This design comes from an exercise in tuning for small area on the open sky130 flow, not from production work.
Only simulation tests tie the RTL to the original design; equivalence was not proved.
Power and IR drop assume default switching activity. No driver is modelled on the clock port, so clocking that relies on it looks cheaper here than on a real chip.

**config.mk**
```make
export PLATFORM = sky130hd
export DESIGN_NAME = multicycle_datapath
export DESIGN_NICKNAME = multicycle_datapath
export VERILOG_FILES = /design/flow/design.v
export SDC_FILE = /design/flow/constraint.sdc
export NUM_CORES = 4
export LEC_CHECK = 0
export ABC_AREA = 1
export CAP_MARGIN = 20
export CORE_MARGIN = 2
export CORE_UTILIZATION = 60
export SLEW_MARGIN = 20
```
**constraint.sdc**
```tcl
create_clock -name core_clock -period 10.0 [get_ports {CLK}]
set_input_delay 2.0000 -clock core_clock [delete_from_list [all_inputs] [get_ports {CLK}]]
set_output_delay 2.0000 -clock core_clock [all_outputs]
set_load 0.01 [all_outputs]
```
**design.v**
```verilog
module multicycle_datapath (
    input  logic        CLK,
    input  logic        reset,
    output logic        mem_req,
    output logic        mem_we,
    output logic [31:0] mem_addr,
    output logic [31:0] mem_wdata,
    input  logic [31:0] mem_rdata,
    input  logic        mem_ready,
    output logic [31:0] pc,
    output logic        retire,
    output logic        illegal
);
    localparam logic [3:0] C_ADD = 4'd0, C_SUB = 4'd1, C_AND = 4'd2, C_OR = 4'd3,
                           C_SLT = 4'd4, C_ADDI = 4'd5, C_LW = 4'd6, C_SW = 4'd7,
                           C_BEQ = 4'd8, C_J = 4'd9, C_ILL = 4'd10;
    localparam logic [2:0] S_START = 3'd0, S_FETCH = 3'd1, S_ALIGN = 3'd2, S_P1 = 3'd3,
                           S_P2 = 3'd4, S_MEM = 3'd5, S_WB = 3'd6;
    logic [2:0]        st;
    logic [3:0]        ph;
    logic              clr;
    logic [31:1][31:0] rf;      
    logic [31:0]       pcr;     
    logic [31:0]       xr;      
    logic [31:0]       yr;      
    logic [4:0]        rsel, rtsel;
    logic              sgn;
    logic [3:0]        cls;
    logic              c_alu, c_pc, flag;
    logic [1:0]        prev;
    logic [3:0]        cnt;
    logic              ret_q, ill_q;
    logic [3:0] dcls;
    always_comb begin
        case (mem_rdata[31:26])
            6'h00: case (mem_rdata[5:0])
                6'h20:   dcls = C_ADD;
                6'h22:   dcls = C_SUB;
                6'h24:   dcls = C_AND;
                6'h25:   dcls = C_OR;
                6'h2A:   dcls = C_SLT;
                default: dcls = C_ILL;
            endcase
            6'h08:   dcls = C_ADDI;
            6'h23:   dcls = C_LW;
            6'h2B:   dcls = C_SW;
            6'h04:   dcls = C_BEQ;
            6'h02:   dcls = C_J;
            default: dcls = C_ILL;
        endcase
    end
    logic is_r, is_imm, is_mem;
    assign is_mem = (cls == C_LW) || (cls == C_SW);
    assign is_r   = (cls == C_ADD) || (cls == C_SUB) || (cls == C_AND) || (cls == C_OR) ||
                    (cls == C_SLT);
    assign is_imm = (cls == C_ADDI) || (cls == C_LW) || (cls == C_SW);
    logic [31:0][1:0] heads;
    always_comb begin
        heads[0] = 2'b00;
        for (int r = 1; r < 32; r++) heads[r] = rf[r][1:0];
    end
    logic [1:0] hA, hB, pch, ydig, immd, off2, alu_b_raw, alu_a, alu_b, bb, sum, res, pcinc;
    logic       sub, cin, c1, c2, pcc1, pcc2, pcin;
    assign hA   = heads[rsel];
    assign hB   = heads[rtsel];
    assign pch  = pcr[1:0];
    assign ydig = yr[2*ph +: 2];
    assign immd = ph[3] ? {sgn, sgn} : ydig;
    always_comb begin
        if (ph == 4'd0)         off2 = 2'b00;
        else if (cls == C_J)    off2 = (ph <= 4'd13) ? prev : pch;
        else                    off2 = (ph <= 4'd8)  ? prev : {sgn, sgn};
    end
    assign alu_a     = (st == S_P2) ? pch : hA;
    assign alu_b_raw = (st == S_P2) ? (flag ? off2 : 2'b00) : (is_imm ? immd : hB);
    assign sub       = (st != S_P2) && ((cls == C_SUB) || (cls == C_SLT));
    assign bb        = sub ? ~alu_b_raw : alu_b_raw;
    assign cin       = (ph == 4'd0) ? sub : c_alu;
    assign {c1, sum[0]} = alu_a[0] + bb[0] + cin;
    assign {c2, sum[1]} = alu_a[1] + bb[1] + c1;
    always_comb begin
        case (cls)
            C_AND:   res = alu_a & alu_b_raw;
            C_OR:    res = alu_a | alu_b_raw;
            default: res = sum;
        endcase
    end
    assign alu_b = alu_b_raw;
    assign pcin = (ph == 4'd0) ? 1'b0 : c_pc;
    assign {pcc1, pcinc[0]} = pch[0] + (ph == 4'd1) + pcin;
    assign {pcc2, pcinc[1]} = pch[1] + pcc1;
    logic       pcwe, xwe, ywe, rfwe;
    logic [1:0] pcwd, xwd, rfwd;
    logic [4:0] wsel;
    assign pcwe = clr || (st == S_P1) || ((st == S_P2) && ((cls == C_BEQ) || (cls == C_J)));
    always_comb begin
        if (clr)                 pcwd = 2'b00;
        else if (st == S_P1)     pcwd = pcinc;
        else if (cls == C_J)     pcwd = off2;
        else                     pcwd = sum;
    end
    assign xwe = (st == S_P1) || (st == S_WB) ||
                 ((st == S_P2) && ((cls == C_BEQ) || (cls == C_J)));
    always_comb begin
        if (st == S_WB)                              xwd = pch;
        else if ((st == S_P1) && is_mem)             xwd = sum;
        else if (st == S_P1)                         xwd = pcinc;
        else if (cls == C_J)                         xwd = off2;
        else                                         xwd = sum;
    end
    assign ywe = (st == S_P1) && (cls == C_SW);
    assign rfwe = ((st == S_P1) && ((cls == C_ADD) || (cls == C_SUB) || (cls == C_AND) ||
                                    (cls == C_OR) || (cls == C_ADDI))) ||
                  ((st == S_P2) && (cls == C_SLT)) ||
                  ((st == S_WB) && (cls == C_LW));
    assign wsel = is_r ? yr[15:11] : rtsel;
    always_comb begin
        if (clr)               rfwd = 2'b00;
        else if (st == S_WB)   rfwd = ydig;
        else if (st == S_P2)   rfwd = {1'b0, (ph == 4'd0) && flag};
        else                   rfwd = res;
    end
    always_ff @(posedge CLK) begin
        for (int r = 1; r < 32; r++) begin
            rf[r][29:0]  <= rf[r][31:2];
            rf[r][31:30] <= (clr || (rfwe && (wsel == 5'(r)))) ? rfwd : rf[r][1:0];
        end
        pcr[29:0]  <= pcr[31:2];
        pcr[31:30] <= pcwe ? pcwd : pcr[1:0];
    end
    logic fetch_done, load_done;
    assign fetch_done = (st == S_FETCH) && mem_ready;
    assign load_done  = (st == S_MEM) && mem_ready && (cls == C_LW);
    always_ff @(posedge CLK or negedge reset) begin
        if (!reset) begin
            xr <= '0;
        end else if (xwe) begin
            xr[2*ph +: 2] <= xwd;
        end
    end
    always_ff @(posedge CLK) begin
        if (fetch_done || load_done) yr <= mem_rdata;
        else if (ywe)                yr[2*ph +: 2] <= hB;
        if (fetch_done) begin
            rsel  <= mem_rdata[25:21];
            rtsel <= mem_rdata[20:16];
            sgn   <= mem_rdata[15];
            cls   <= dcls;
        end
        c_alu <= c2;
        c_pc  <= pcc2;
        prev  <= ydig;
        if (st == S_P1) begin
            if (cls == C_BEQ)
                flag <= ((ph == 4'd0) || flag) && (hA == hB);
            else if (ph == 4'd15)
                flag <= (alu_a[1] ^ alu_b[1]) ? alu_a[1] : sum[1];
        end
        if (st == S_WB) cnt <= cnt + 4'd1;
        else            cnt <= 4'd0;
    end
    always_ff @(posedge CLK or negedge reset) begin
        if (!reset) begin
            st    <= S_START;
            ph    <= 4'd0;
            clr   <= 1'b1;
            ret_q <= 1'b0;
            ill_q <= 1'b0;
        end else begin
            ph    <= ph + 4'd1;
            ret_q <= 1'b0;
            ill_q <= 1'b0;
            if (ph == 4'd15) clr <= 1'b0;
            case (st)
                S_START: st <= S_FETCH;
                S_FETCH: if (mem_ready) st <= (ph == 4'd15) ? S_P1 : S_ALIGN;
                S_ALIGN: if (ph == 4'd15) st <= S_P1;
                S_P1: if (ph == 4'd15) begin
                    case (cls)
                        C_SLT:       st <= S_P2;
                        C_BEQ, C_J:  begin st <= S_P2; ret_q <= 1'b1; end
                        C_LW, C_SW:  st <= S_MEM;
                        C_ILL:       begin st <= S_FETCH; ill_q <= 1'b1; end
                        default:     begin st <= S_FETCH; ret_q <= 1'b1; end
                    endcase
                end
                S_P2: if (ph == 4'd15) begin
                    st <= S_FETCH;
                    if (cls == C_SLT) ret_q <= 1'b1;
                end
                S_MEM: if (mem_ready) st <= S_WB;
                S_WB: if (cnt == 4'd15) begin
                    st    <= S_FETCH;
                    ret_q <= 1'b1;
                end
                default: st <= S_FETCH;
            endcase
        end
    end
    assign mem_req   = (st == S_FETCH) || (st == S_MEM);
    assign mem_we    = (st == S_MEM) && (cls == C_SW);
    assign mem_addr  = xr;
    assign mem_wdata = yr;
    assign pc        = xr;
    assign retire    = ret_q;
    assign illegal   = ill_q;
endmodule
```
**run.sh**
```bash
#!/bin/bash
# synth_recipe.tcl (not shown) runs the flow's synth.tcl, then flattens the netlist and writes it again
# the make line also repeats each setting of config.mk as NAME=value (left out here)
make -C /OpenROAD-flow-scripts/flow DESIGN_CONFIG=/design/flow/config.mk WORK_HOME=/design/flow/orfs CLKGATE_MAP_FILE= SYNTH_SCRIPT=/design/flow/synth_recipe.tcl finish
```
==> impl_metrics.tcl, run 1 <==
set metrics [dict create \
    cts_hold_buf 0 \
    cellPowerDensity_mw_per_mm2 297 \
    p_seq_share_pct 49.8 \
    final_cell_mix "dfxtp_1 (1,032), nand2_1 (403), inv_1 (172)" \
    coreArea_sq_mm 0.0476 \
    synthCells 2355 \
    hpwlAfterDp_um 38900 \
    io_pins 135 \
    wl_met2_um 29500 \
    maxCapViolations 0 \
    setup_viol 0 \
    wl_per_cell_um 19.6 \
    clkLatencyLatePin_ns 0.65 \
    grt_start_max_net_pins 66 \
    grt_pass1_wl_um 95300 \
    power.leakage_nw 14.0 \
    start_kind "flop" \
    yosys_warnings 1 \
    final_common_cell "dfxtp_1" \
    p_comb_share_pct 13.7 \
    stdcell_count 3202 \
    fmax_mhz 222 \
    yosys_register_bits 1122 \
    fp.dieW_um 223 \
    path_class "reg -> reg" \
    crit_path_end_kind "flop" \
    synth_edf_count 48 \
    postSynth.asyncResetShare_pct 3.74 \
    vias 16100 \
    wl_met3_um 2930 \
    multiInputGateArea_sq_mm 0.00448 \
    setup_tns_ns 0 \
    cts_tree "done" \
    netlist_area_sq_mm 0.0288 \
    seq_area_sq_mm 0.0232 \
    cts_buffers 95 \
    antenna_found_initial 1 \
    synthFlopType "dfxtp_1" \
    area_delta_synth_final_pct 16.6 \
    ys_seq_area_share_pct 80.3 \
    worstMarginPinSlew_ns 1.01 \
    required_ns 10.55 \
    rsz0062_at_grt "no" \
    wl_met1_um 28500 \
    die_h_um 223 \
    clkTransAtPathRegs_ns 0.07 \
    h-tree-depth 3 \
    status "complete, no violations" \
    ant_nets 0 \
    synth_area_leader_cell "dfxtp_1" \
    n_fill_cell 3101 \
    p_sw_share_pct 26.8 \
    wl_um 62700 \
    clk_path_buf_depth 3 \
    overflow 0 \
    place_congestion 0.892 \
    min_period_over_period_pct 45.0 \
    max_slew_margin_pct 32.3 \
    fin_skew_ns 0.0427 \
    net-switching-power_mw 2.67 \
    report.final.slew_viol_count 0 \
    yosysUniqueCellTypes 48 \
    crit_path_max_incr_delay_ns 0.81 \
    post-place-cells 3023 \
    synth_fp_nets 2401 \
    hold_depth 0 \
    critPathMaxFanout 17 \
    min_period_ns 4.50 \
    post_cts_buffers 0 \
    io_buffers 134 \
    r2r_cells 18 \
    crit_arrival_ns 5.05 \
    cts_sinks 1122 \
    cts_root_buf "clkbuf_16" \
    rows 80 \
    crit_chain "inv_2, a21oi_1, o21ai_0, nand3_1, nand3_1, nand3_1, nand2_1, o21ai_0, nand2_1, o21ai_2, xor2_1, fa_1, a21oi_1, o21ai_2, o21ai_1, o211ai_4, nand3_1, nand2_1" \
    hold_class "reg -> reg" \
    grt_use_total_pct 25.3 \
    clkPwrFrac_pct 36.5 \
    synth_area_leaders "dfxtp_1 (72%), nand2_1 (5.2%), edfxtp_1 (5.0%)" \
    avgSynthCellArea_sq_um 12.2 \
    via_per_inst 5.02 \
    cts_resized 0 \
    drt_first_iter_violations 1202 \
    initial_utilization_pct 60.5 \
    critPathMostFrequentCell "nand3_1" \
    dr.max_layer_used "met5" \
    nNetsFinal 2552 \
    synthDominantCellAreaShare_pct 71.6 \
    first_pass_iters 5 \
    grt_pass1_vias 16400 \
    cp_slowest_cell "edfxtp_1" \
    drive_gt1_share_pct 7.00 \
    route.detailed.drc 0 \
    die_area_sq_mm 0.0498 \
    internal_power_mw 7.31 \
    hold_violations 0 \
    peakVddDrop_uv 219 \
]
==> sequential cells by signal, summed over array words and instances (netlist names) <==
register / cells
c_alu: 1
c_pc: 1
clr: 1
cls: 4
cnt: 4
flag: 1
ill_q: 1
pcr: 32
ph: 4
prev: 2
ret_q: 1
rf: 992
rsel: 5
rtsel: 5
sgn: 1
st: 3
xr: 32
yr: 32
==> cells in the mapped netlist (2+ instances only) <==
master	n
edfxtp_1	48
dfrtp_1	41
ha_1	8
xor2_1	4
nor2_2	3
nor3_1	6
clkbuf_1	14
nand4_1	5
inv_1	172
nor4_1	3
buf_2	30
inv_2	13
fa_1	3
o31ai_1	2
buf_6	3
a32o_1	7
dfxtp_1	1032
nor2_1	129
buf_1	2
o211ai_1	9
o21ai_1	36
a31oi_1	24
o22ai_1	11
a21oi_1	56
o21ai_0	70
nand2_1	403
a221oi_2	2
buf_4	37
o21ai_2	3
nand3_1	161
==> power by group through the flow <==
stage | clock (mW) | combinational, mW | sequential [mW]
after CTS | 3.70 | 1.37 | 4.98
after detailed placement | 0 | 1.35 | 5.06
after global routing | 3.87 | 1.49 | 4.99
final | 3.64 | 1.37 | 4.98
after global placement | 0 | 1.33 | 5.06
after floorplan | 0 | 0.853 | 5.02
==> layer usage <==
metal  track usage [%]  up-vias
met3              4.68      113
met1              34.4     7757
met5                 0        -
met4              8.69        2
met2              41.3      448
li1                  -     7770
==> critical path: cells and delay by family (launching register included) <==
family                   cells  cell delay [ns]
adder cells (fa/ha/maj)      1             0.58
AND/OR/NAND/NOR              7             1.06
flip-flops                   1             0.81
XOR/XNOR                     1             0.11
AO/OA/AOI/OAI                8             1.54
buffers and inverters        1             0.33
==> final timing paths <==
| kind | from | endpoint | slack (ns) |
|---|---|---|---|
| worst max-delay path | rtsel[1]$_DFFE_PP_ | xr[15]$_DFFE_PN0P_ | 5.50 |
| worst min-delay path | pcr[30]$_DFF_P_ | pcr[28]$_DFF_P_ | 0.29 |
| worst max register to register | rtsel[1]$_DFFE_PP_ | xr[15]$_DFFE_PN0P_ | 5.50 |
| worst min register to register | pcr[30]$_DFF_P_ | pcr[28]$_DFF_P_ | 0.29 |
| max in group asynchronous | reset | ph[3]$_DFF_PN0_ | 8.16 |
| min in group asynchronous | reset | ret_q$_DFF_PN0_ | 1.35 |
==> area by class of cell <==
type | count | area share, %
well taps | 615 | 2.29
clock buffers | 152 | 8.48
multi-input cells | 960 | 13.3
inverters | 187 | 2.09
repair buffers | 140 | 4.14
diodes | 1 | 0.00744
flip-flops and latches | 1122 | 68.8
clock inverters | 25 | 0.830
==> kinds of logic (layout without fill, tap and decap cells) <==
kind of cell | count (synthesis) | in the layout | share of synthesized area, %
DFF | 1122 | 1122 | 80.3
AOI/OAI and AO/OA | 228 | 228 | 4.57
and+or+nand+nor | 716 | 716 | 10.2
other | 0 | 1 | 0
xor gates and xnor gates | 4 | 4 | 0.121
buffers and inverters | 273 | 504 | 4.25
adders and majority gates | 11 | 11 | 0.555
muxes | 1 | 1 | 0.0347
==> stage by stage <==
step	total power [mW]	area [sq um]	worst slack, ns	util, %	hold WS [ns]
after detailed placement	6.41	30500	5.07	64.0	0.312
after global placement	6.39	30500	5.25	64.0	0.310
after CTS	10.1	33600	5.04	70.6	0.294
after floorplan	5.87	28800	5.67	-	0.310
final	9.99	33600	5.50	70.6	0.295
after global routing	10.4	33600	5.07	70.6	0.293
==> run 2, diff against run 1 <==
==> flow/run.sh (new file) <==
#!/bin/bash
set -euo pipefail
export BUFFER_PORTS_ARGS="-buffer_cell sky130_fd_sc_hd__buf_1"
export CTS_ARGS="-sink_clustering_enable -repair_clock_nets -dont_use_dummy_load -sink_clustering_size 30 -sink_clustering_max_diameter 60 -buf_list sky130_fd_sc_hd__clkbuf_16"
bash standard.sh > flow_standard.log 2>&1
==> standard.sh (new file) <==
#!/bin/bash
# synth_recipe.tcl (not shown) runs the flow's synth.tcl, then flattens the netlist and writes it again
# the make line also repeats each setting of config.mk as NAME=value (left out here)
make -C /OpenROAD-flow-scripts/flow DESIGN_CONFIG=/design/flow/config.mk WORK_HOME=/design/flow/orfs CLKGATE_MAP_FILE= SYNTH_SCRIPT=/design/flow/synth_recipe.tcl "${@:-finish}"
--- a/config.mk
+++ b/config.mk
@@ -8,5 +8,5 @@
 export ABC_AREA = 1
 export CAP_MARGIN = 20
 export CORE_MARGIN = 2
-export CORE_UTILIZATION = 60
+export CORE_UTILIZATION = 70
 export SLEW_MARGIN = 20
removed: run.sh
==> run 2 against run 1 <==
Flip-flop and latch count unchanged. Clock power is 42% lower. Fmax is 13% lower. Register-to-register slack worse by 0.68 ns. Final area shrank 8.6%. Cell count fell by 6.7%. Synthesized area unchanged. Sequential power hardly changed. Worst setup slack got worse by 0.68 ns. Critical endpoint is now xr[19]$_DFFE_PN0P_. Highest routed layer unchanged.
==> impl_metrics.tcl, run 2 <==
set metrics [dict create \
    io_pins 135 \
    grt_start_max_net_pins 66 \
    rows 74 \
    via_per_inst 5.44 \
    cts_resized 0 \
    overflow 0 \
    setup_tns_ns 0 \
    p_comb_share_pct 14.5 \
    start_kind "flop" \
    io_buffers 134 \
    crit_family "compound AO/OA/AOI/OAI gates" \
    initial_utilization_pct 70.8 \
    required_ns 10.52 \
    clkTransAtPathRegs_ns 0.11 \
    critical_path_buf_inv_count 1 \
    crit_path_max_incr_delay_ns 1.10 \
    max_slew_margin_pct 24.5 \
    yosysUniqueCellTypes 48 \
    cts_buffers 47 \
    yosys_register_bits 1122 \
    internal_power_mw 5.95 \
    setup_viol 0 \
    coreArea_sq_mm 0.0407 \
    synthDominantCellAreaShare_pct 71.6 \
    yosys_warnings 1 \
    total_power_mw 8.29 \
    postSynth.asyncResetShare_pct 3.74 \
    yosys.cell_count.top_type "dfxtp_1" \
    clkLatencyLatePin_ns 0.62 \
    synthFlopType "dfxtp_1" \
    ant_nets 0 \
    final_cell_mix "dfxtp_1 (1,032), nand2_1 (403), inv_1 (172)" \
    crit_chain "inv_2, a21oi_1, o21ai_0, nand3_1, nand3_1, nand3_1, nand2_1, o21ai_0, nand2_1, o21ai_2, xor2_1, fa_1, a21oi_1, o21ai_2, o21ai_1, o211ai_4, nand3_1, nand2_1" \
    rsz0062_at_grt "no" \
    ys_seq_area_share_pct 80.3 \
    vias 16300 \
    worstMarginPinSlew_ns 1.13 \
    die_h_um 207 \
    hold_class "reg -> reg" \
    nNetsFinal 2504 \
    post_cts_buffers 0 \
    synth_area_leaders "dfxtp_1 (72%), nand2_1 (5.2%), edfxtp_1 (5.0%)" \
    clkPwrFrac_pct 25.3 \
    grt_use_total_pct 29.5 \
    maxCapViolations 0 \
    n_antenna_cell 0 \
    cellPowerDensity_mw_per_mm2 270 \
    grt_pass1_wl_um 95600 \
    cts_hold_buf 0 \
    synthCells 2355 \
    path_class "reg -> reg" \
    n_fill_cell 2381 \
    largest_register "rf" \
    hold_violations 0 \
    synth_edf_count 48 \
    h-tree-depth 2 \
    crit_arrival_ns 5.70 \
    hpwlAfterDp_um 41000 \
    critPathMaxFanout 33 \
    fin_skew_ns 0.0937 \
    p_seq_share_pct 60.2 \
    wl_um 63400 \
    final_common_cell "dfxtp_1" \
    netlist_area_sq_mm 0.0288 \
    fp.dieW_um 207 \
    fmax_mhz 193 \
    drt_first_iter_violations 1618 \
    first_pass_iters 6 \
    grt_pass1_vias 16500 \
    antenna_found_initial 2 \
    cts_sinks 1122 \
    synth.top_cells.by_count "dfxtp_1 (1,032), nand2_1 (403), inv_1 (172), nand3_1 (161), nor2_1 (129)" \
    critPathMostFrequentCell "nand3_1" \
    avgSynthCellArea_sq_um 12.2 \
    cp_slowest_cell "edfxtp_1" \
    wl_per_cell_um 21.2 \
    crit_path_end_kind "flop" \
    largest_reg_flops 992 \
    area_delta_synth_final_pct 6.52 \
    p_sw_share_pct 28.2 \
    report.final.slew_viol_count 0 \
    cts_tree "done" \
    net-switching-power_mw 2.34 \
    min_period_over_period_pct 51.7 \
    min_period_ns 5.17 \
    peakVddDrop_uv 211 \
    drive_gt1_share_pct 3.38 \
    synth_area_leader_cell "dfxtp_1" \
    place_congestion 0.922 \
    status "complete, no violations" \
    power.leakage_nw 12.7 \
    route.detailed.drc 0 \
    die_area_sq_mm 0.0429 \
    cts_root_buf "clkbuf_16" \
    synth_fp_nets 2401 \
    clk_path_buf_depth 3 \
]
## run 2: cell counts after synthesis
Identical to the previous run, type by type.
## run 2: cells by family after synthesis
family | share of synthesized area [%]
AO/OA/AOI/OAI | 4.57
multiplexers | 0.0347
buffers and inverters | 4.25
adder cells (fa/ha/maj) | 0.555
AND/OR/NAND/NOR | 10.2
flip-flops | 80.3
XOR/XNOR | 0.121
## run 2: power groups by stage
stage | Sequential, mW | Combinational (mW) | Clock (mW)
floorplan | 5.02 | 0.853 | 0
global placement | 5.05 | 1.14 | 0
detailed placement | 5.07 | 1.18 | 0
CTS | 4.98 | 1.19 | 2.12
global route | 5.00 | 1.30 | 2.26
finish | 4.99 | 1.20 | 2.10
## run 2: per-layer routing
| layer | GRT usage, % | vias to the layer above | part of all wire [%] |
|---|---|---|---|
| li1 | - | 7584 | - |
| met1 | 38.4 | 7696 | 41 |
| met2 | 49.5 | 750 | 48 |
| met5 | 0 | - | 0.017 |
| met3 | 4.03 | 219 | 6.3 |
| met4 | 13.7 | 2 | 5.1 |
## run 2: layout make-up
cell class	count	area (sq um)	area share, %
clock buffer	47	1180	3.83
sequential	1122	23200	75.3
timing repair buffer	140	549	1.79
multi-input combinational	960	4480	14.6
inverter	187	703	2.29
tap	532	666	2.17
## run 2: path summary, 6_finish.rpt
kind / from / end / slack [ns] / cells after the start
setup / recovery: rtsel[0]$_DFFE_PP_ / xr[19]$_DFFE_PN0P_ / 4.83 / 18
hold / removal: rf[223]$_DFF_P_ / rf[221]$_DFF_P_ / 0.27 / 0
setup reg to reg: rtsel[0]$_DFFE_PP_ / xr[19]$_DFFE_PN0P_ / 4.83 / 18
hold reg to reg: rf[223]$_DFF_P_ / rf[221]$_DFF_P_ / 0.27 / 0
max in group asynchronous: reset / clr$_DFFE_PN1P_ / 8.05 / 2
min in group asynchronous: reset / ret_q$_DFF_PN0_ / 1.48 / 2
## run 2: per-stage QoR
stage	hold slack (ns)	util [%]	setup slack (ns)	area, sq um	std cells
2_1_floorplan	0.310	-	5.67	28800	2355
3_3_place_gp	0.310	72.5	5.17	29600	2941
3_5_place_dp	0.312	72.5	4.96	29600	2941
4_1_cts	0.268	75.4	4.92	30700	2988
5_1_grt	0.260	75.4	4.47	30700	2988
6_report	0.271	75.4	4.83	30700	2988
==> run 3, diff against run 2 <==
==> flow/run.sh (replaced) <==
#!/bin/bash
set -euo pipefail
export BUFFER_PORTS_ARGS="-buffer_cell sky130_fd_sc_hd__buf_1"
export CTS_ARGS="-sink_clustering_enable -repair_clock_nets -dont_use_dummy_load -sink_clustering_size 16 -sink_clustering_max_diameter 50 -buf_list sky130_fd_sc_hd__clkbuf_8"
bash standard.sh > flow_standard.log 2>&1
==> run 3 against run 2 <==
Still clean on timing, DRC and antenna. Clock power down 6%. Final area down 0.15%. Via count fell by 1.8%. Register-to-register slack about the same. Fmax down 0.27%. Sequential power hardly changed. Cell count grew 1.2%. Count of clock-buffer cells in the layout rose by 35. Synthesized area is the same. First-iteration DRC count decreased by 9.6%. Non-clock buffer count is the same. Global-route usage fell by 1.8 points. Critical path type unchanged. Largest cell class unchanged.
==> impl_metrics.tcl, run 3 <==
set metrics [dict create \
    yosys_warnings 1 \
    setup_tns_ns 0 \
    synth_area_leaders "dfxtp_1 (72%), nand2_1 (5.2%), edfxtp_1 (5.0%)" \
    post_cts_buffers 0 \
    grt_use_total_pct 27.7 \
    hpwlAfterDp_um 41000 \
    path_class "reg -> reg" \
    postSynth.asyncResetShare_pct 3.74 \
    p_sw_share_pct 28.4 \
    avgSynthCellArea_sq_um 12.2 \
    overflow 0 \
    p_comb_share_pct 14.7 \
    critPathMaxFanout 33 \
    first_pass_iters 6 \
    p_seq_share_pct 61.0 \
    cts_resized 0 \
    netlist_area_sq_mm 0.0288 \
    clkTransAtPathRegs_ns 0.10 \
    coreArea_sq_mm 0.0407 \
    antenna_found_initial 0 \
    report.final.slew_viol_count 0 \
    crit_arrival_ns 5.78 \
    nNetsFinal 2539 \
    ant_nets 0 \
    die_area_sq_mm 0.0429 \
    peakVddDrop_uv 217 \
    initial_utilization_pct 70.8 \
    max_slew_margin_pct 27.6 \
    synthDominantCellAreaShare_pct 71.6 \
    fin_skew_ns 0.105 \
    grt_pass1_vias 16200 \
    yosys_register_bits 1122 \
    via_per_inst 5.28 \
    hold_violations 0 \
    min_period_ns 5.19 \
    critPathMostFrequentCell "nand3_1" \
    crit_path_end_kind "flop" \
    route.detailed.drc 0 \
    drt_first_iter_violations 1462 \
    wl_um 59400 \
    ys_seq_area_share_pct 80.3 \
    multiInputGateArea_sq_mm 0.00448 \
    internal_power_mw 5.84 \
    start_kind "flop" \
    hold_class "reg -> reg" \
    worstMarginPinSlew_ns 1.09 \
    io_buffers 134 \
    wl_per_cell_um 19.7 \
    rsz0062_at_grt "no" \
    io_pins 135 \
    power.leakage_nw 12.7 \
    cts_buffers 82 \
    final_cell_mix "dfxtp_1 (1,032), nand2_1 (403), inv_1 (172)" \
    crit_path_max_incr_delay_ns 1.08 \
    rows 74 \
    setup_viol 0 \
    cts_tree "done" \
    fmax_mhz 193 \
    drive_gt1_share_pct 4.74 \
    status "complete, no violations" \
    min_period_over_period_pct 51.9 \
    largest_register "rf" \
    yosysUniqueCellTypes 48 \
    cts_sinks 1122 \
    area_delta_synth_final_pct 6.35 \
    required_ns 10.60 \
    synthFlopType "dfxtp_1" \
    synthCells 2355 \
    h-tree-depth 3 \
    largest_reg_flops 992 \
    synth.top_cells.by_count "dfxtp_1 (1,032), nand2_1 (403), inv_1 (172), nand3_1 (161), nor2_1 (129)" \
    clkLatencyLatePin_ns 0.69 \
    die_h_um 207 \
    synth_area_leader_cell "dfxtp_1" \
    crit_chain "inv_2, a21oi_1, o21ai_0, nand3_1, nand3_1, nand3_1, nand2_1, o21ai_0, nand2_1, o21ai_2, xor2_1, fa_1, a21oi_1, o21ai_2, o21ai_1, o211ai_4, nand3_1, nand2_1" \
    cts_root_buf "clkbuf_8" \
    synth_fp_nets 2401 \
    seq_area_sq_mm 0.0232 \
    cts_hold_buf 0 \
    cp_slowest_cell "edfxtp_1" \
    grt_start_max_net_pins 66 \
    vias 16000 \
    final_common_cell "dfxtp_1" \
    n_antenna_cell 0 \
    cellPowerDensity_mw_per_mm2 266 \
    clk_path_buf_depth 3 \
    maxCapViolations 0 \
    yosys.cell_count.top_type "dfxtp_1" \
    fp.dieW_um 207 \
    synth_edf_count 48 \
    clkPwrFrac_pct 24.3 \
    net-switching-power_mw 2.31 \
    grt_pass1_wl_um 90400 \
    whs_ns 0.243 \
    place_congestion 0.922 \
    n_fill_cell 2429 \
]
-- run 3: cell count changes in the layout (fill, tap and decap cells not counted), sizes merged --
cell | before | now
clkbuf | 48 | 83
-- run 3: through the flow --
step / std cells / utilization [%] / cell area [sq um] / total power, mW / worst slack [ns]
2_1_floorplan: 2355 / - / 28800 / 5.87 / 5.67
3_3_place_gp: 2941 / 72.5 / 29600 / 6.19 / 5.17
3_5_place_dp: 2941 / 72.5 / 29600 / 6.25 / 4.96
4_1_cts: 3023 / 75.3 / 30700 / 8.16 / 4.89
5_1_grt: 3023 / 75.3 / 30700 / 8.43 / 4.41
6_report: 3023 / 75.3 / 30700 / 8.15 / 4.81
-- run 3: routing by layer --
layer	GRT usage (%)	part of all wire, %	vias to the layer above
met5	0	0	-
met4	11.4	3.8	0
met3	4.40	5.7	143
met2	46.3	48	641
met1	36.5	43	7530
li1	-	-	7643
-- run 3: final cells by class --
cell class | count | area share (%)
Multi-Input combinational cell | 960 | 14.6
Timing Repair Buffer | 140 | 1.79
Inverter | 187 | 2.29
Clock buffer | 82 | 3.68
Sequential cell | 1122 | 75.5
Tap cell | 532 | 2.17
-- run 3: cells by family (layout without fill, tap and decap cells) --
family | count (synthesis) | after routing | synth area share, %
AO/OA/AOI/OAI | 228 | 228 | 4.57
XOR/XNOR | 4 | 4 | 0.121
adder cells (fa/ha/maj) | 11 | 11 | 0.555
buffers and inverters | 273 | 409 | 4.25
flip-flops | 1122 | 1122 | 80.3
multiplexers | 1 | 1 | 0.0347
AND/OR/NAND/NOR | 716 | 716 | 10.2
-- run 3: power by group through the flow --
stage | logic [mW] | clock network (mW) | registers [mW]
floorplan | 0.853 | 0 | 5.02
global placement | 1.14 | 0 | 5.05
detailed placement | 1.18 | 0 | 5.07
CTS | 1.19 | 2.01 | 4.97
global route | 1.29 | 2.15 | 4.99
finish | 1.19 | 1.98 | 4.98
-- run 3: critical path, delay by kind of cell, from the launching register on --
family / cells / cell delay (ns)
fa+ha+maj: 1 / 0.59
simple gates: 7 / 1.21
flops: 1 / 1.08
compound gates: 8 / 1.56
buf+inv: 1 / 0.52
xor+xnor: 1 / 0.10
-- run 3: path summary, 6_finish.rpt --
| kind | start | to | slack [ns] | depth (start not counted) |
|---|---|---|---|---|
| worst max-delay path | rtsel[0]$_DFFE_PP_ | xr[19]$_DFFE_PN0P_ | 4.81 | 18 |
| worst min-delay path | pcr[27]$_DFF_P_ | pcr[25]$_DFF_P_ | 0.24 | 0 |
| worst max register to register | rtsel[0]$_DFFE_PP_ | xr[19]$_DFFE_PN0P_ | 4.81 | 18 |
| worst min register to register | pcr[27]$_DFF_P_ | pcr[25]$_DFF_P_ | 0.24 | 0 |
| max in group asynchronous | reset | clr$_DFFE_PN1P_ | 8.11 | 2 |
| min in group asynchronous | reset | ill_q$_DFF_PN0_ | 1.39 | 2 |
==> run 4, diff against run 3 <==
--- a/design.v
+++ b/design.v
@@ -134,13 +134,16 @@
     always_ff @(posedge CLK or negedge reset) begin
         if (!reset) begin
             xr <= '0;
-        end else if (xwe) begin
-            xr[2*ph +: 2] <= xwd;
+        end else begin
+            for (int k = 0; k < 16; k++)
+                if (xwe && (ph == 4'(k))) xr[2*k +: 2] <= xwd;
         end
     end
     always_ff @(posedge CLK) begin
         if (fetch_done || load_done) yr <= mem_rdata;
-        else if (ywe)                yr[2*ph +: 2] <= hB;
+        else
+            for (int k = 0; k < 16; k++)
+                if (ywe && (ph == 4'(k))) yr[2*k +: 2] <= hB;
         if (fetch_done) begin
             rsel  <= mem_rdata[25:21];
             rtsel <= mem_rdata[20:16];
==> run 4 against run 3 <==
Worst setup slack improved by 0.50 ns. Routed wire length fell by 4.5%. Core utilization rose by 0.54 points. Critical endpoint is now rf[575]$_DFF_P_. Clock skew fell by 0.027 ns. Combinational power fell by about 10%. Hold slack improved by 0.066 ns. Largest power group unchanged. Still clean. Flip-flop and latch count did not move. Global-route usage fell by 0.39 points. Fmax rose by 11%.
==> impl_metrics.tcl, run 4 <==
set metrics [dict create \
    p_seq_share_pct 61.5 \
    min_period_ns 4.68 \
    rrSetupSlack_ns 5.32 \
    die_h_um 206 \
    clkTransAtPathRegs_ns 0.09 \
    yosysUniqueCellTypes 51 \
    largest_reg_flops 992 \
    synthCells 2252 \
    wl_per_cell_um 19.5 \
    rsz0062_at_grt "no" \
    cts_resized 0 \
    synth_edf_count 48 \
    avgSynthCellArea_sq_um 12.7 \
    fin_skew_ns 0.0777 \
    start_kind "flop" \
    fp.dieW_um 206 \
    cts_buffers 81 \
    wl_um 56800 \
    yosys_warnings 1 \
    grt_pass1_vias 15400 \
    hold_depth 0 \
    via_per_inst 5.28 \
    synth_area_leader_cell "dfxtp_1" \
    netlist_area_sq_mm 0.0285 \
    final_cell_mix "dfxtp_1 (1,032), nand2_1 (370), inv_1 (149)" \
    rr_startpoint "rsel[0]$_DFFE_PP_" \
    cts_sinks 1122 \
    worstHoldEndpoint "rf[866]$_DFF_P_" \
    maxCapViolations 0 \
    crit_chain "buf_4, inv_1, nand2_1, and3_1, o311ai_0, o21ai_0, o21ai_1, nand2_1, o21ai_0, fa_1, inv_1, nand2_1, a32o_1, nand2_2, o21ai_0" \
    io_pins 135 \
    cellPowerDensity_mw_per_mm2 258 \
    io_buffers 134 \
    path_class "reg -> reg" \
    vias 15400 \
    power.leakage_nw 12.6 \
    post_cts_buffers 0 \
    hold_class "reg -> reg" \
    crit_arrival_ns 5.20 \
    grt_pass1_wl_um 85200 \
    clkPwrFrac_pct 24.9 \
    p_comb_share_pct 13.6 \
    grt_use_total_pct 27.3 \
    overflow 0 \
    postSynth.asyncResetShare_pct 3.74 \
    first_pass_iters 8 \
    whs_ns 0.309 \
    antenna_found_initial 2 \
    r2r_cells 15 \
    synthDominantCellAreaShare_pct 72.4 \
    synth_fp_nets 2298 \
    max_slew_margin_pct 27.8 \
    hpwlAfterDp_um 39900 \
    min_period_over_period_pct 46.8 \
    clk_path_buf_depth 3 \
    final_common_cell "dfxtp_1" \
    area_delta_synth_final_pct 6.33 \
    p_sw_share_pct 27.3 \
    cts_hold_buf 0 \
    yosys_register_bits 1122 \
    n_antenna_cell 0 \
    r2r_end "rf[575]$_DFF_P_" \
    cp_slowest_cell "inv_1" \
    crit_path_end_kind "flop" \
    synth.top_cells.by_count "dfxtp_1 (1,032), nand2_1 (371), inv_1 (149), nand3_1 (124), o21ai_0 (103)" \
    required_ns 10.51 \
    place_congestion 0.916 \
    report.final.slew_viol_count 0 \
    h-tree-depth 3 \
    critPathMaxFanout 34 \
    hold_violations 0 \
    largest_register "rf" \
    route.detailed.drc 0 \
    drive_gt1_share_pct 6.36 \
    cts_root_buf "clkbuf_8" \
    fmax_mhz 214 \
    status "complete, no violations" \
    rows 73 \
    peakVddDrop_uv 184 \
    initial_utilization_pct 71.3 \
    hold_start "rf[868]$_DFF_P_" \
    die_area_sq_mm 0.0424 \
    synthFlopType "dfxtp_1" \
    synth_area_leaders "dfxtp_1 (72%), edfxtp_1 (5.1%), nand2_1 (4.9%)" \
    grt_start_max_net_pins 51 \
    yosys.cell_count.top_type "dfxtp_1" \
    setup_tns_ns 0 \
    nNetsFinal 2437 \
    utilization_pct 75.9 \
    drt_first_iter_violations 1317 \
    setup_viol 0 \
    coreArea_sq_mm 0.0400 \
    ant_nets 0 \
    net-switching-power_mw 2.14 \
    clkLatencyLatePin_ns 0.68 \
    internal_power_mw 5.69 \
    crit_path_max_incr_delay_ns 0.74 \
    ys_seq_area_share_pct 81.1 \
    cts_tree "done" \
    worstMarginPinSlew_ns 1.08 \
]
==> run 4: kinds of logic after synthesis <==
group | share of synthesized area (%)
compound gates | 4.58
xor+xnor | 0.153
fa+ha+maj | 0.561
buf+inv | 4.08
flops | 81.1
simple gates | 9.49
==> run 4: how the worst max path moves through the flow <==
stage,startpoint,end,depth (start not counted)
6_report,rsel[0]$_DFFE_PP_,rf[575]$_DFF_P_,15
5_1_grt,rsel[0]$_DFFE_PP_,rf[575]$_DFF_P_,16
4_1_cts,rsel[0]$_DFFE_PP_,rf[575]$_DFF_P_,15
3_5_place_dp,rsel[0]$_DFFE_PP_,rf[575]$_DFF_P_,15
3_3_place_gp,rsel[0]$_DFFE_PP_,rf[959]$_DFF_P_,15
2_1_floorplan,ph[0]$_DFF_PN0_,rf[127]$_DFF_P_,21
==> run 4: routing by layer <==
metal / GRT usage [%] / wire length [um]
met1: 34.0 / 23200
met2: 46.5 / 27700
met3: 5.06 / 3370
met4: 12.9 / 2460
met5: 0 / 0
==> run 4: final cells by class <==
| cell class | instances | area [sq um] |
|---|---|---|
| clock buffers | 81 | 1110 |
| fillers | 2292 | 9660 |
| inverters | 174 | 656 |
| multi-input cells | 874 | 4230 |
| flip-flops and latches | 1122 | 23200 |
| well taps | 525 | 657 |
| repair buffers | 138 | 534 |
==> run 4: power groups by stage <==
stage / Clock (mW) / Sequential (mW) / Combinational (mW)
global placement: 0 / 4.90 / 1.02
detailed placement: 0 / 4.91 / 1.05
finish: 1.95 / 4.81 / 1.07
global route: 2.13 / 4.83 / 1.16
floorplan: 0 / 4.90 / 0.778
CTS: 1.99 / 4.81 / 1.06
==> run 4: through the flow <==
step	instance area, sq um	worst slack [ns]	instances	total power, mW
final	30300	5.32	2914	7.83
after global routing	30300	4.96	2914	8.12
after CTS	30300	4.94	2914	7.86
after detailed placement	29200	4.94	2833	5.97
after global placement	29200	5.18	2833	5.92
after floorplan	28500	6.37	2252	5.67
==> run 4: critical path, delay by kind of cell, from the launching register on <==
family          cells  cell delay (ns)
fa+ha+maj           1             0.52
compound gates      6             1.63
flops               1             0.35
buf+inv             3             1.11
simple gates        5             0.93
==> run 5, diff against run 4 <==
==> flow/run.sh (replaced) <==
#!/bin/bash
set -euo pipefail
export BUFFER_PORTS_ARGS="-buffer_cell sky130_fd_sc_hd__buf_1"
export CTS_ARGS="-sink_clustering_enable -repair_clock_nets -dont_use_dummy_load -sink_clustering_size 36 -sink_clustering_max_diameter 60 -buf_list sky130_fd_sc_hd__clkbuf_16"
bash standard.sh > flow_standard.log 2>&1
==> run 5 against run 4 <==
Sequential power is essentially flat. Core utilization decreased by 0.097 points. Critical path type unchanged. Register-to-register slack got worse by 0.32 ns. Die area stayed put. Clock power increased by 3%. Worst setup slack got worse by 0.32 ns.
==> impl_metrics.tcl, run 5 <==
set metrics [dict create \
    status "complete, no violations" \
    max_slew_margin_pct 28.7 \
    hold_start "rf[893]$_DFF_P_" \
    synthDominantCellAreaShare_pct 72.4 \
    synthFlopType "dfxtp_1" \
    report.final.slew_viol_count 0 \
    rows 73 \
    synth_fp_nets 2298 \
    grt_pass1_wl_um 93500 \
    yosys_warnings 1 \
    critPathMostFrequentCell "nand2_1" \
    wl_per_cell_um 21.8 \
    vias 15600 \
    postSynth.asyncResetShare_pct 3.74 \
    fin_skew_ns 0.0909 \
    initial_utilization_pct 71.3 \
    path_depth 16 \
    grt_use_total_pct 30.2 \
    cp_slowest_cell "inv_1" \
    clk_path_buf_depth 3 \
    antenna_found_initial 3 \
    drt_first_iter_violations 1750 \
    critical_path_buf_inv_count 3 \
    utilization_pct 75.8 \
    fmax_mhz 200 \
    hpwlAfterDp_um 39900 \
    p_sw_share_pct 27.5 \
    setup_viol 0 \
    ys_seq_area_share_pct 81.1 \
    synth.top_cells.by_count "dfxtp_1 (1,032), nand2_1 (371), inv_1 (149), nand3_1 (124), o21ai_0 (103)" \
    synth_edf_count 48 \
    cts_sinks 1122 \
    nNetsFinal 2399 \
    clkTransAtPathRegs_ns 0.12 \
    cellPowerDensity_mw_per_mm2 262 \
    setup_tns_ns 0 \
    drive_gt1_share_pct 4.85 \
    cts_resized 0 \
    crit_start "rsel[0]$_DFFE_PP_" \
    yosysUniqueCellTypes 51 \
    rsz0062_at_grt "no" \
    n_antenna_cell 0 \
    crit_path_end_kind "flop" \
    grt_pass1_vias 16000 \
    crit_arrival_ns 5.41 \
    hold_violations 0 \
    overflow 0 \
    place_congestion 0.916 \
    yosys_register_bits 1122 \
    synthCells 2252 \
    netlist_area_sq_mm 0.0285 \
    cts_buffers 43 \
    avgSynthCellArea_sq_um 12.7 \
    grt_start_max_net_pins 51 \
    io_pins 135 \
    via_per_inst 5.44 \
    clkPwrFrac_pct 25.4 \
    yosys.cell_count.top_type "dfxtp_1" \
    first_pass_iters 6 \
    internal_power_mw 5.74 \
    min_period_ns 5.00 \
    net-switching-power_mw 2.18 \
    clkLatencyLatePin_ns 0.63 \
    post_cts_buffers 0 \
    coreArea_sq_mm 0.0400 \
    final_cell_mix "dfxtp_1 (1,032), nand2_1 (370), inv_1 (149)" \
    die_area_sq_mm 0.0424 \
    required_ns 10.41 \
    synth_area_leaders "dfxtp_1 (72%), edfxtp_1 (5.1%), nand2_1 (4.9%)" \
    io_buffers 134 \
    path_class "reg -> reg" \
    start_kind "flop" \
    final_common_cell "dfxtp_1" \
    crit_path_max_incr_delay_ns 0.73 \
    route.detailed.drc 0 \
    largest_register "rf" \
    die_h_um 206 \
    worstMarginPinSlew_ns 1.07 \
    hold_depth 0 \
    rr_startpoint "rsel[0]$_DFFE_PP_" \
    crit_family "compound AO/OA/AOI/OAI gates" \
    total_power_mw 7.93 \
    fp.dieW_um 206 \
    cts_root_buf "clkbuf_16" \
    critPathMaxFanout 34 \
    p_seq_share_pct 60.8 \
    r2r_cells 16 \
    min_period_over_period_pct 50.0 \
    wl_um 62800 \
    area_delta_synth_final_pct 6.20 \
    p_comb_share_pct 13.8 \
    cts_hold_buf 0 \
    synth_area_leader_cell "dfxtp_1" \
    cts_tree "done" \
    power.leakage_nw 12.5 \
    crit_chain "buf_4, inv_1, nand2_1, nand2_1, a21oi_1, a211oi_1, o211ai_1, o21ai_1, nand2_1, o21ai_0, fa_1, inv_1, nand2_1, a32o_1, nand2_2, o21ai_0" \
    peakVddDrop_uv 189 \
    hold_class "reg -> reg" \
    ant_nets 0 \
    h-tree-depth 2 \
    largest_reg_flops 992 \
    maxCapViolations 0 \
]
==> run 5: cell counts after synthesis <==
Identical to the previous run, type by type.
==> run 5: cells by family (layout without fill, tap and decap cells) <==
logic type | Yosys count | after routing | share of synthesized area, %
simple gates | 635 | 635 | 9.49
buf+inv | 256 | 355 | 4.08
flops | 1122 | 1122 | 81.1
xor+xnor | 5 | 5 | 0.153
compound gates | 223 | 223 | 4.58
fa+ha+maj | 11 | 11 | 0.561
==> run 5: through the flow <==
step	hold slack [ns]	cell area (sq um)	setup slack [ns]	cells
after floorplan	0.310	28500	6.37	2252
after global placement	0.309	29200	5.18	2833
after detailed placement	0.312	29200	4.94	2833
after CTS	0.260	30300	4.69	2876
after global routing	0.255	30300	4.70	2876
final	0.260	30300	5.00	2876
==> run 5: area by class of cell <==
class,count,area (sq um)
Inverter,174,656
Multi-Input combinational cell,874,4230
Timing Repair Buffer,138,534
Tap cell,525,657
Fill cell,2300,9700
Clock buffer,43,1080
Sequential cell,1122,23200
==> run 5: power by group through the flow <==
stage	clock (mW)	combinational (mW)	sequential, mW
after global placement	0	1.02	4.90
after CTS	2.03	1.07	4.82
after global routing	2.17	1.18	4.83
after floorplan	0	0.778	4.90
after detailed placement	0	1.05	4.91
final	2.01	1.09	4.82
==> run 5: final timing paths <==
path                                            to  slack (ns)
worst max register to register     rf[127]$_DFF_P_        5.00
worst max-delay path               rf[127]$_DFF_P_        5.00
max in group asynchronous       xr[17]$_DFFE_PN0P_        7.77
worst min-delay path               rf[891]$_DFF_P_        0.26
min in group asynchronous       xr[23]$_DFFE_PN0P_        1.57
worst min register to register     rf[891]$_DFF_P_        0.26
==> run 5: routing by layer <==
metal  global-route usage, %  up-vias  share of wire [%]
met3                    4.98      214                6.3
li1                        -     7244                  -
met1                    36.6     7461                 39
met4                    15.1        0                5.4
met2                    52.6      718                 50
met5                       0        -                  0
==> run 6, diff against run 5 <==
==> flow/run.sh (replaced) <==
#!/bin/bash
set -euo pipefail
export BUFFER_PORTS_ARGS="-buffer_cell sky130_fd_sc_hd__buf_1"
export CTS_ARGS="-sink_clustering_enable -repair_clock_nets -dont_use_dummy_load -sink_clustering_size 22 -sink_clustering_max_diameter 40 -buf_list sky130_fd_sc_hd__clkbuf_8"
bash standard.sh > flow_standard.log 2>&1
==> run 6 against run 5 <==
Final area is 0.26% higher. Cell count is 1.4% higher. Sequential power hardly changed. Count of clock-buffer cells in the layout is 41 higher. Power is 0.90% lower.
==> impl_metrics.tcl, run 6 <==
set metrics [dict create \
    maxCapViolations 0 \
    first_pass_iters 6 \
    nNetsFinal 2440 \
    fp.dieW_um 206 \
    wl_met1_um 23100 \
    power.leakage_nw 12.6 \
    die_h_um 206 \
    crit_path_end_kind "flop" \
    ant_nets 0 \
    synth_fp_nets 2298 \
    rsz0062_at_grt "no" \
    clk_path_buf_depth 3 \
    antenna_found_initial 2 \
    required_ns 10.48 \
    dr.max_layer_used "met4" \
    synth_area_leader_cell "dfxtp_1" \
    yosys_register_bits 1122 \
    wl_met2_um 27800 \
    h-tree-depth 3 \
    drive_gt1_share_pct 6.48 \
    yosysUniqueCellTypes 51 \
    fin_skew_ns 0.0751 \
    hold_violations 0 \
    hpwlAfterDp_um 39900 \
    path_class "reg -> reg" \
    clkTransAtPathRegs_ns 0.08 \
    critPathMaxFanout 34 \
    netlist_area_sq_mm 0.0285 \
    fmax_mhz 210 \
    rows 73 \
    grt_pass1_vias 15500 \
    ys_seq_area_share_pct 81.1 \
    cts_root_buf "clkbuf_8" \
    wl_per_cell_um 19.5 \
    overflow 0 \
    cts_tree "done" \
    yosys_warnings 1 \
    synthCells 2252 \
    die_area_sq_mm 0.0424 \
    post_cts_buffers 0 \
    stdcell_count 2917 \
    setup_tns_ns 0 \
    hold_class "reg -> reg" \
    largest_register "rf" \
    grt_start_max_net_pins 51 \
    via_per_inst 5.29 \
    synthDominantCellAreaShare_pct 72.4 \
    whs_ns 0.274 \
    area_delta_synth_final_pct 6.48 \
    postSynth.asyncResetShare_pct 3.74 \
    worstMarginPinSlew_ns 1.07 \
    initial_utilization_pct 71.3 \
    synth.top_cells.by_count "dfxtp_1 (1,032), nand2_1 (371), inv_1 (149), nand3_1 (124), o21ai_0 (103)" \
    cts_resized 0 \
    wl_met3_um 3180 \
    avgSynthCellArea_sq_um 12.7 \
    place_congestion 0.916 \
    io_buffers 134 \
    min_period_ns 4.77 \
    yosys.cell_count.top_type "dfxtp_1" \
    setup_viol 0 \
    final_cell_mix "dfxtp_1 (1,032), nand2_1 (370), inv_1 (149)" \
    cts_buffers 84 \
    synthFlopType "dfxtp_1" \
    cellPowerDensity_mw_per_mm2 259 \
    n_antenna_cell 0 \
    min_period_over_period_pct 47.7 \
    grt_pass1_wl_um 85200 \
    status "complete, no violations" \
    vias 15400 \
    max_slew_margin_pct 28.3 \
    start_kind "flop" \
    grt_use_total_pct 27.4 \
    synth_edf_count 48 \
    peakVddDrop_uv 213 \
    largest_reg_flops 992 \
    synth_area_leaders "dfxtp_1 (72%), edfxtp_1 (5.1%), nand2_1 (4.9%)" \
    clkLatencyLatePin_ns 0.69 \
    crit_arrival_ns 5.25 \
    final_common_cell "dfxtp_1" \
    route.detailed.drc 0 \
    io_pins 135 \
    coreArea_sq_mm 0.0400 \
    utilization_pct 76.0 \
    cts_sinks 1122 \
    cts_hold_buf 0 \
    wl_um 56900 \
    report.final.slew_viol_count 0 \
    drt_first_iter_violations 1439 \
    post-place-cells 2833 \
]
run 6: cell counts after synthesis:
No cell type changed its count.
run 6: worst max-delay path: stages, from the launching register on:
cell and delay [ns]:
edfxtp_1 0.35, buf_4 0.25, inv_1 0.73, nand2_1 0.08
and3_1 0.18, o311ai_0 0.32, o21ai_0 0.18, o21ai_1 0.38
nand2_1 0.08, o21ai_0 0.23, fa_1 0.52, inv_1 0.12
nand2_1 0.06, a32o_1 0.32, nand2_2 0.52, o21ai_0 0.21
run 6: layout make-up:
type | count | area, sq um
clock buffer | 84 | 1160
inverter | 174 | 656
sequential | 1122 | 23200
multi-input combinational | 874 | 4230
tap | 525 | 657
timing repair buffer | 138 | 534
fill | 2319 | 9620
run 6: worst paths after layout:
check                                   from            endpoint  slack (ns)  cells past startpoint
max                        rsel[0]$_DFFE_PP_     rf[575]$_DFF_P_        5.23                     15
min                          rf[806]$_DFF_P_     rf[804]$_DFF_P_        0.27                      0
max reg2reg                rsel[0]$_DFFE_PP_     rf[575]$_DFF_P_        5.23                     15
min reg2reg                  rf[806]$_DFF_P_     rf[804]$_DFF_P_        0.27                      0
max in group asynchronous              reset  xr[17]$_DFFE_PN0P_        7.85                      1
min in group asynchronous              reset  xr[21]$_DFFE_PN0P_        1.49                      1
run 6: through the flow:
step	cell area (sq um)	setup WS [ns]	total power, mW
global route	30400	4.93	8.14
CTS	30400	4.87	7.88
floorplan	28500	6.37	5.67
finish	30400	5.23	7.86
global placement	29200	5.18	5.92
detailed placement	29200	4.94	5.97
run 6: power by group:
group	internal, mW	switching, mW
sequential	4.69	0.124
clock	0.753	1.22
combinational	0.271	0.797
run 6: cell families (layout without fill, tap and decap cells):
family | after synthesis | after routing | share of synthesized area, %
buffers and inverters | 256 | 396 | 4.08
AND/OR/NAND/NOR | 635 | 635 | 9.49
XOR/XNOR | 5 | 5 | 0.153
adder cells (fa/ha/maj) | 11 | 11 | 0.561
AO/OA/AOI/OAI | 223 | 223 | 4.58
flip-flops | 1122 | 1122 | 81.1
run 6: routing by layer:
| metal | GRT usage (%) | vias up |
|---|---|---|
| met5 | 0 | - |
| met4 | 13.7 | 0 |
| met3 | 4.53 | 181 |
| met2 | 46.7 | 598 |
| met1 | 33.9 | 7332 |
| li1 | - | 7314 |
==> run 7, diff against run 6 <==
==> flow/run.sh (replaced) <==
#!/bin/bash
# The standard layout (standard.sh) with three changes:
#  - synthesis maps logic with ABC's &nf area mapper (flow/abc_nf.script) in
#    place of ORFS's abc_area.script; everything else in synth_recipe.tcl is
#    unchanged (same registers, flatten and renaming);
#  - ports get buf_1 buffers;
#  - CTS inserts no dummy loads and uses clusters of up to 16 sinks.
# Tool logs: orfs/logs/... (one per step) and flow_standard.log here.
set -euo pipefail
W=$PWD
{
  echo 'proc abc {args} {'
  echo '  set i [lsearch $args -script]'
  echo "  if {\$i >= 0} { set args [lreplace \$args [expr {\$i+1}] [expr {\$i+1}] $W/flow/abc_nf.script] }"
  echo '  yosys abc {*}$args'
  echo '}'
  cat "$W/synth_recipe.tcl"
} > "$W/my_synth.tcl"
sed "s#SYNTH_SCRIPT=[^ ]*#SYNTH_SCRIPT=$W/my_synth.tcl #" standard.sh > my_standard.sh
export BUFFER_PORTS_ARGS="-buffer_cell sky130_fd_sc_hd__buf_1"
export CTS_ARGS="-sink_clustering_enable -repair_clock_nets -dont_use_dummy_load -sink_clustering_size 32 -sink_clustering_max_diameter 50 -buf_list sky130_fd_sc_hd__clkbuf_16"
bash my_standard.sh > flow_standard.log 2>&1
==> flow/abc_nf.script (new file) <==
strash
&get -n
&st
&dch
&nf -R 1000
&put
topo
==> run 7 against run 6 <==
Synthesized area fell by 3.8%. Clock skew rose by 0.035 ns. Fmax fell by 4.2%. Combinational power fell by 18%. Final area fell by 2.1%. Synthesized cell count fell by 21%. Register-to-register slack got worse by 0.21 ns. Cell count fell by 15%. Sequential power rose by 1%. Sequential share of layout area rose by 1.7 points. Critical path type unchanged.
==> impl_metrics.tcl, run 7 <==
set metrics [dict create \
    cts_resized 0 \
    synth-xor-area-share_pct 0.255 \
    io_buffers 134 \
    post-route-cell-area_sq_mm 0.0297 \
    setup_tns_ns 0 \
    wl_um 54400 \
    crit_family "compound AO/OA/AOI/OAI gates" \
    required_ns 10.47 \
    synth_compound_gate_area_share_pct 4.43 \
    path_class "reg -> reg" \
    cts_hold_buf 0 \
    synth_fp_nets 1831 \
    crit_arrival_ns 5.45 \
    fin_ws_ns 5.02 \
    vias 13400 \
    post_cts_buffers 0 \
    yosys_register_bits 1122 \
    cts_buffers 50 \
    cts_root_buf "clkbuf_16" \
    hold_violations 0 \
    synthMuxAreaShare_pct 4.42 \
    drt_first_iter_violations 1133 \
    synth_fa_ha_area_share_pct 0.620 \
    overflow 0 \
    first_pass_iters 6 \
    postSynth.asyncResetShare_pct 3.74 \
    io_pins 135 \
    maxCapViolations 0 \
    coreArea_sq_mm 0.0386 \
    grt_pass1_wl_um 82100 \
    yosys.cell_count.top_type "dfxtp_1" \
    cts_tree "done" \
    hpwlAfterDp_um 34200 \
    die_area_sq_mm 0.0408 \
    largest_register "rf" \
    synth_area_leaders "dfxtp_1 (75%), edfxtp_1 (5.2%), dfrtp_1 (3.7%)" \
    min_period_ns 4.98 \
    cts_sinks 1122 \
    synthFlopType "dfxtp_1" \
    area_delta_synth_final_pct 8.29 \
    critical_path_buf_inv_count 2 \
    route.detailed.drc 0 \
    status "complete, no violations" \
    fp.dieW_um 202 \
    synth_area_leader_cell "dfxtp_1" \
    critPathMaxFanout 31 \
    peakVddDrop_uv 221 \
    power.leakage_nw 11.7 \
    n_fill_cell 2019 \
    rr_startpoint "ph[0]$_DFF_PN0_" \
    h-tree-depth 2 \
    clkTransAtPathRegs_ns 0.11 \
    crit_start "ph[0]$_DFF_PN0_" \
    r2r_end "rf[319]$_DFF_P_" \
    final_cell_mix "dfxtp_1 (1,032), nand2_1 (138), buf_1 (133)" \
    yosysUniqueCellTypes 45 \
    synth_edf_count 48 \
    dp_slack_ns 4.73 \
    nNetsFinal 1995 \
    avgSynthCellArea_sq_um 15.4 \
    worstHoldEndpoint "rf[864]$_DFF_P_" \
    hold_class "reg -> reg" \
    synth_top_family_by_area "simple AND/OR/NAND/NOR gates" \
    crit_chain "clkinv_1, ha_1, nor3b_1, o21ai_0, a21oi_1, o21ai_0, o22ai_1, xor2_1, fa_1, clkinv_1, fa_1, mux2i_1, a21oi_1, a21oi_1, or2_2, o21ai_0" \
    drive_gt1_share_pct 5.39 \
    synthCells 1785 \
    hold_start "rf[866]$_DFF_P_" \
    start_kind "flop" \
    largest_reg_flops 992 \
    rrSetupSlack_ns 5.02 \
    placed_area_sq_mm 0.0284 \
    place_congestion 0.941 \
    via_per_inst 5.44 \
    wl_per_cell_um 22.0 \
    synthSimpleGateAreaFrac_pct 4.91 \
    crit_path_end_kind "flop" \
    ant_nets 0 \
    min_period_over_period_pct 49.8 \
    ys_seq_area_share_pct 84.3 \
    max_slew_margin_pct 44.8 \
    grt_use_total_pct 27.1 \
    cp_slowest_cell "dfrtp_1" \
    die_h_um 202 \
    rows 72 \
    grt_pass1_vias 13700 \
    synth.top_cells.by_count "dfxtp_1 (1,032), nand2_1 (138), nor2_1 (112), o21ai_0 (110), edfxtp_1 (48)" \
    post-place-cells 2413 \
    clk_path_buf_depth 3 \
    hold_depth 0 \
    r2r_cells 16 \
    stdcell_count 2466 \
    setup_viol 0 \
    clkLatencyLatePin_ns 0.64 \
    netlist_area_sq_mm 0.0275 \
    report.final.slew_viol_count 0 \
    synthDominantCellAreaShare_pct 75.2 \
    final_common_cell "dfxtp_1" \
    rsz0062_at_grt "no" \
    antenna_found_initial 5 \
    initial_utilization_pct 71.1 \
    fin_skew_ns 0.110 \
    grt_start_max_net_pins 43 \
    crit_path_max_incr_delay_ns 0.76 \
    yosys_warnings 1 \
    worstMarginPinSlew_ns 0.828 \
    fmax_mhz 201 \
    cellPowerDensity_mw_per_mm2 266 \
]
==> run 7: power breakdown <==
part           leakage [nW]  internal [mW]  total (mW)  switching [mW]
clock network         0.616          0.896        2.16            1.27
registers              9.30           4.73        4.88           0.152
logic                  1.75          0.283       0.876           0.593
total                  11.7           5.90        7.92            2.01
==> run 7: through the flow <==
step | util (%) | power [mW] | hold slack (ns)
floorplan | - | 5.50 | 0.310
global placement | 73.6 | 5.79 | 0.310
detailed placement | 73.6 | 5.82 | 0.312
CTS | 76.8 | 7.94 | 0.240
global route | 77.0 | 8.18 | 0.236
finish | 77.0 | 7.92 | 0.253
==> run 7: cell families (layout without fill, tap and decap cells) <==
logic type               Yosys count  count (layout)
multiplexers                      69              69
other                              0               1
buffers and inverters             46             208
adder cells (fa/ha/maj)           12              12
AND/OR/NAND/NOR                  318             318
AO/OA/AOI/OAI                    210             210
XOR/XNOR                           8               8
flip-flops                      1122            1122
==> run 7: worst max-delay path by stage <==
stage / cells after the start / slack (ns) / to
after global placement: 14 / 4.94 / rf[31]$_DFF_P_
after CTS: 15 / 4.60 / rf[319]$_DFF_P_
after floorplan: 17 / 5.21 / xr[11]$_DFFE_PN0P_
after detailed placement: 15 / 4.73 / rf[319]$_DFF_P_
final: 16 / 5.02 / rf[319]$_DFF_P_
after global routing: 16 / 4.66 / rf[319]$_DFF_P_
==> run 7: final cells by class <==
class | count | area, sq um | area share [%]
tap | 518 | 648 | 2.18
inverter | 14 | 52.6 | 0.177
timing repair buffer | 144 | 599 | 2.02
clock buffer | 50 | 1250 | 4.21
antenna | 1 | 2.50 | 0.00841
multi-input combinational | 617 | 4040 | 13.6
sequential | 1122 | 23200 | 77.8
==> run 7: routing by layer <==
metal / GRT usage (%) / part of all wire [%] / vias to the layer above
li1: - / - / 6171
met1: 34.7 / 40 / 6498
met2: 45.5 / 49 / 574
met3: 4.34 / 6.1 / 158
met4: 13.1 / 4.9 / 4
met5: 0 / 0.042 / -
==> run 7: worst reg2reg max path: cells and delay by family (launching register included) <==
family	cells	cell delay, ns
AO/OA/AOI/OAI	7	1.41
adder cells (fa/ha/maj)	3	1.13
AND/OR/NAND/NOR	2	0.97
flip-flops	1	0.76
buffers and inverters	2	0.33
XOR/XNOR	1	0.20
multiplexers	1	0.10
==> run 8, diff against run 7 <==
--- a/flow/run.sh
+++ b/flow/run.sh
@@ -18,5 +18,5 @@
 } > "$W/my_synth.tcl"
 sed "s#SYNTH_SCRIPT=[^ ]*#SYNTH_SCRIPT=$W/my_synth.tcl #" standard.sh > my_standard.sh
 export BUFFER_PORTS_ARGS="-buffer_cell sky130_fd_sc_hd__buf_1"
-export CTS_ARGS="-sink_clustering_enable -repair_clock_nets -dont_use_dummy_load -sink_clustering_size 32 -sink_clustering_max_diameter 50 -buf_list sky130_fd_sc_hd__clkbuf_16"
+export CTS_ARGS="-sink_clustering_enable -repair_clock_nets -dont_use_dummy_load -sink_clustering_size 20 -sink_clustering_max_diameter 45 -buf_list sky130_fd_sc_hd__clkbuf_8"
 bash my_standard.sh > flow_standard.log 2>&1
--- a/config.mk
+++ b/config.mk
@@ -8,5 +8,5 @@
 export ABC_AREA = 1
 export CAP_MARGIN = 20
 export CORE_MARGIN = 2
-export CORE_UTILIZATION = 70
+export CORE_UTILIZATION = 80
 export SLEW_MARGIN = 20
==> run 8 against run 7 <==
The run now fails in 4_1_cts. Synthesized cell count is the same. Synthesized area unchanged.
==> impl_metrics.tcl, run 8 <==
set metrics [dict create \
    status "aborted with a tool error" \
    failed_stage "4_1_cts" \
    tool.error "[ERROR DPL-0033] detailed placement checks failed during check placement." \
    io_buffers 134 \
    synth_compound_gate_area_share_pct 4.43 \
    synth-xor-area-share_pct 0.255 \
    synth_area_leaders "dfxtp_1 (75%), edfxtp_1 (5.2%), dfrtp_1 (3.7%)" \
    avgSynthCellArea_sq_um 15.4 \
    cts_sinks 1122 \
    synth.top_cells.by_count "dfxtp_1 (1,032), nand2_1 (138), nor2_1 (112), o21ai_0 (110), edfxtp_1 (48)" \
    yosys_warnings 1 \
    post_cts_buffers 0 \
    synthDominantCellAreaShare_pct 75.2 \
    synthSimpleGateAreaFrac_pct 4.91 \
    rows 67 \
    clk_path_buf_depth 3 \
    postSynth.asyncResetShare_pct 3.74 \
    synthMuxAreaShare_pct 4.42 \
    cts_hold_buf 0 \
    io_pins 135 \
    synth_edf_count 48 \
    h-tree-depth 3 \
    placed_area_sq_mm 0.0283 \
    ys_seq_area_share_pct 84.3 \
    cts_buffers 69 \
    initial_utilization_pct 81.5 \
    synth_area_leader_cell "dfxtp_1" \
    place_congestion 0.900 \
    die_h_um 189 \
    synth_top_family_by_area "simple AND/OR/NAND/NOR gates" \
    yosysUniqueCellTypes 45 \
    synth_fa_ha_area_share_pct 0.620 \
    fp.dieW_um 189 \
    yosys.cell_count.top_type "dfxtp_1" \
    synth_fp_nets 1831 \
    cts_root_buf "clkbuf_8" \
    synthCells 1785 \
    cts_resized 0 \
    netlist_area_sq_mm 0.0275 \
    synthFlopType "dfxtp_1" \
    hpwlAfterDp_um 42400 \
    yosys_register_bits 1122 \
]
## run 8: cell counts after synthesis
No cell type changed its count.
## run 8: power groups by stage
| stage | clock [mW] | sequential, mW | combinational, mW |
|---|---|---|---|
| 3_5_place_dp | 0 | 5.00 | 0.872 |
| 3_3_place_gp | 0 | 4.97 | 0.813 |
| 2_1_floorplan | 0 | 4.97 | 0.528 |
## run 8: worst min path at each step
stage	slack, ns	from	cells after the start	endpoint
floorplan	0.31	pcr[2]$_DFF_P_	0	pcr[0]$_DFF_P_
detailed placement	0.31	rf[644]$_DFF_P_	0	rf[642]$_DFF_P_
global placement	0.31	rf[650]$_DFF_P_	0	rf[648]$_DFF_P_
## run 8: cells by family after synthesis
family          count (synthesis)
simple gates                  318
compound gates                210
xor+xnor                        8
mux                            69
buf+inv                        46
flops                        1122
fa+ha+maj                      12
## run 8: stage by stage
stage / power (mW) / setup slack [ns] / hold WS (ns) / instances / util [%]
detailed placement: 5.87 / 4.38 / 0.312 / 2341 / 84.1
floorplan: 5.50 / 5.21 / 0.310 / 1785 / -
global placement: 5.79 / 4.77 / 0.309 / 2341 / 84.1

[separate check: timing with driven ports]
Ports are ideal in the flow. The routed layouts listed here were re-timed in OpenROAD.
Step 1, drivers: a clkbuf_16 drives CLK and a buf_2 each remaining input, both assumed.
Step 2 moves the port delays by t, midway between the first and last clock arrival at a register: inputs arrive t later, outputs are due t later. That takes back most of the time a late clock gives input paths.
a / b / c = ideal / step 1 / step 2; a / b = the first two.
run | t, ns | slack for setup (ns) | worst hold slack (ns)
run 1 | 0.689 | 5.503 / 5.503 / 5.503 | 0.295 / 0.295 / 0.295
run 2 | 0.633 | 4.826 / 4.826 / 4.826 | 0.271 / 0.271 / 0.271
run 3 | 0.694 | 4.812 / 4.812 / 4.812 | 0.243 / 0.243 / 0.243
run 4 | 0.691 | 5.317 / 5.317 / 5.317 | 0.309 / 0.309 / 0.309
run 5 | 0.639 | 4.998 / 4.998 / 4.998 | 0.260 / 0.260 / 0.260
run 6 | 0.704 | 5.229 / 5.229 / 5.229 | 0.274 / 0.274 / 0.274
run 7 | 0.646 | 5.018 / 5.018 / 5.018 | 0.253 / 0.253 / 0.253
After both steps every run listed still meets setup and hold.
